Source: an optimization exercise on an open RTL-to-GDS flow (aim: small area, a short achievable clock period and few clock cycles per item). Production flows keep margins and buffers that such runs may drop. At most, simulation tests tie the RTL to the original design; equivalence was not proved. Power figures rest on the tool's default switching activity, not on a simulated workload.

Design compression_ratio_reset_monitor_unit, start of the top module:
module compression_ratio_reset_monitor_unit (
    input  wire logic                               aclk,
    input  wire logic                               aresetn,
    input  wire logic                               s_valid,
    output logic                                    s_ready,
    input  wire logic [63:0]                        s_data,
    output logic                                    m_valid,
    input  wire logic                               m_ready,
    output logic [57:0]                             m_data,
    input  wire logic                               psel,
    input  wire logic                               penable,
    input  wire logic                               pwrite,
    input  wire logic [crrm_pkg::ADDR_BITS-1:0]     paddr,
    input  wire logic [crrm_pkg::DATA_BITS-1:0]     pwdata,
    output logic [crrm_pkg::DATA_BITS-1:0]          prdata,
    output logic                                    pready
);
Size: roughly 530 flip-flops, roughly 200 I/O pins.
clock: 9.0 ns
lec_check: 0
cap_margin: 20
core_margin: 2
core_utilization: 40
setup_slack_margin: 4.0
slew_margin: 20
run.sh (not shown) runs the stock make flow with config.mk's settings and CLKGATE_MAP_FILE= SYNTH_SCRIPT=/design/flow/synth_recipe.tcl, a recipe that flattens the netlist after the stock synthesis.
Then changed:
--- a/flow/design.v
+++ b/flow/design.v
@@ -210,31 +210,37 @@
                           && !(dspec_q[i] && last_cyc[i]);
             dload[i]    = s_valid && !ce_q && (nd == 1'(i))
                           && (!dbusy_q[i] || (step_en[i] && last_cyc[i]));
         end
     end
     logic [AW-1:0]    ssum;
     logic [AW-1:0]    fsum;
     logic [RB-1:0]    snew;
     logic [RB-1:0]    fnew;
     logic             clr;
     logic [MB-1:0]    sg_chunk;
     logic [MB-1:0]    fg_chunk;
-    logic [MB*(MC+1)-1:0] sg_ext;
-    logic [MB*(MC+1)-1:0] fg_ext;
+    logic [MB-1:0]    sg_next;
+    logic [MB-1:0]    fg_next;
+    logic [MB-1:0]    sgc_q;
+    logic [MB-1:0]    fgc_q;
+    logic [MB*(MC+2)-1:0] sg_ext;
+    logic [MB*(MC+2)-1:0] fg_ext;
     logic             lt32;
-    assign sg_ext   = (MB*(MC+1))'({sg_q, (MB*MC-GB)'(0)});
-    assign fg_ext   = (MB*(MC+1))'({fg_q, (MB*MC-GB)'(0)});
-    assign sg_chunk = sg_ext[MB*32'(mcnt_q) +: MB];
-    assign fg_chunk = fg_ext[MB*32'(mcnt_q) +: MB];
+    assign sg_ext   = (MB*(MC+2))'({sg_q, (MB*MC-GB)'(0)});
+    assign fg_ext   = (MB*(MC+2))'({fg_q, (MB*MC-GB)'(0)});
+    assign sg_chunk = sgc_q;
+    assign fg_chunk = fgc_q;
+    assign sg_next  = q_take ? sg_ext[MB-1:0] : sg_ext[MB*(32'(mcnt_q) + 1) +: MB];
+    assign fg_next  = q_take ? fg_ext[MB-1:0] : fg_ext[MB*(32'(mcnt_q) + 1) +: MB];
     function automatic logic [2*AW-1:0] csa_a(input logic [AW-1:0] x,
                                               input logic [AW-1:0] y,
                                               input logic [AW-1:0] z,
                                               input logic          c0);
         csa_a = {((x[AW-2:0] & y[AW-2:0]) | (x[AW-2:0] & z[AW-2:0]) | (y[AW-2:0] & z[AW-2:0])), c0,
                  x ^ y ^ z};
     endfunction
     function automatic logic [AW-1:0] mul_step(input logic [RB-1:0] acc,
                                                input logic [RB-1:0] d,
                                                input logic [MB-1:0] g,
                                                input logic          neg);
         logic [7:0][AW-1:0] o;
@@ -333,24 +339,26 @@
             sdiff_q <= sd_raw[RB-1:0] ^ {RB{sd_raw[RB]}};
             fdiff_q <= fd_raw[RB-1:0] ^ {RB{fd_raw[RB]}};
             sacc_q  <= '0;
             facc_q  <= '0;
         end else if (mbusy_q && !commit) begin
             sacc_q  <= ssum[AW-1:MB];
             facc_q  <= fsum[AW-1:MB];
         end
         if (commit) begin
             savg_q <= snew;
             favg_q <= fnew;
         end
+        sgc_q <= sg_next;
+        fgc_q <= fg_next;
     end
     always_ff @(posedge aclk) begin
         if (!aresetn) begin
             la_q     <= 1'b1;
             zp_q     <= 1'b1;
             dbusy_q  <= '0;
             dspec_q  <= '0;
             qfull_q  <= '0;
             dcnt_q   <= '0;
             qd_q     <= 1'b0;
             mbusy_q  <= 1'b0;
             mcnt_q   <= '0;
After rerunning: The changed run completed with no timing, DRC or antenna violations. Routed wire length decreases by 0.68%. Setup slack improved by 0.57 ns. Clock-buffer cell count came out higher by 15. Sequential share of layout area rises by 0.49 points. First-iteration DRC count decreases by 5.8%. Worst hold slack is about the same. Combinational power rose by 26%. Area after synthesis went up by 0.85%. Via count barely changes. Die area is higher by 0.84%. Global-route usage came out lower by 0.84 points. Maximum frequency climbs by 11%. Core utilization went down by 0.68 points.
Testbench counts after the change, summed over its fixed seeds: cycles 10,001, items 1,920.
For the first run of this note, only the layout was checked, not whether the RTL still works.

==> static timing again, ports no longer ideal <==
In the flow no input, the clock included, has a driving cell. The finished layouts below were timed again as built, in two steps. Step 1 assumes that a clkbuf_16 drives the clock port and a buf_2 every other input. Step 2 moves the port delays by t, midway between the first and last clock arrival at a register: inputs arrive t later, outputs are due t later. That takes back most of the time a late clock gives input paths. Slacks: ideal ports / drivers / drivers and shift; pairs: ideal ports / drivers.
run | shift t [ns] | setup slack, ns | hold slack, ns | latest minus earliest clock arrival (ns) | worst data-port slew with drivers (ns)
the first run | 0.728 | 3.320 / 3.320 / 3.320 | 0.445 / 0.445 / 0.445 | 0.043 / 0.044 | 0.22
the second run | 0.726 | 3.890 / 3.890 / 3.407 | 0.447 / 0.447 / 0.447 | 0.053 / 0.053 | 0.21
After both steps setup and hold are still met in every run listed. For the second run, which loses most, drivers alone change the setup slack by 0.000 ns; drivers and shift together by -0.483 ns.
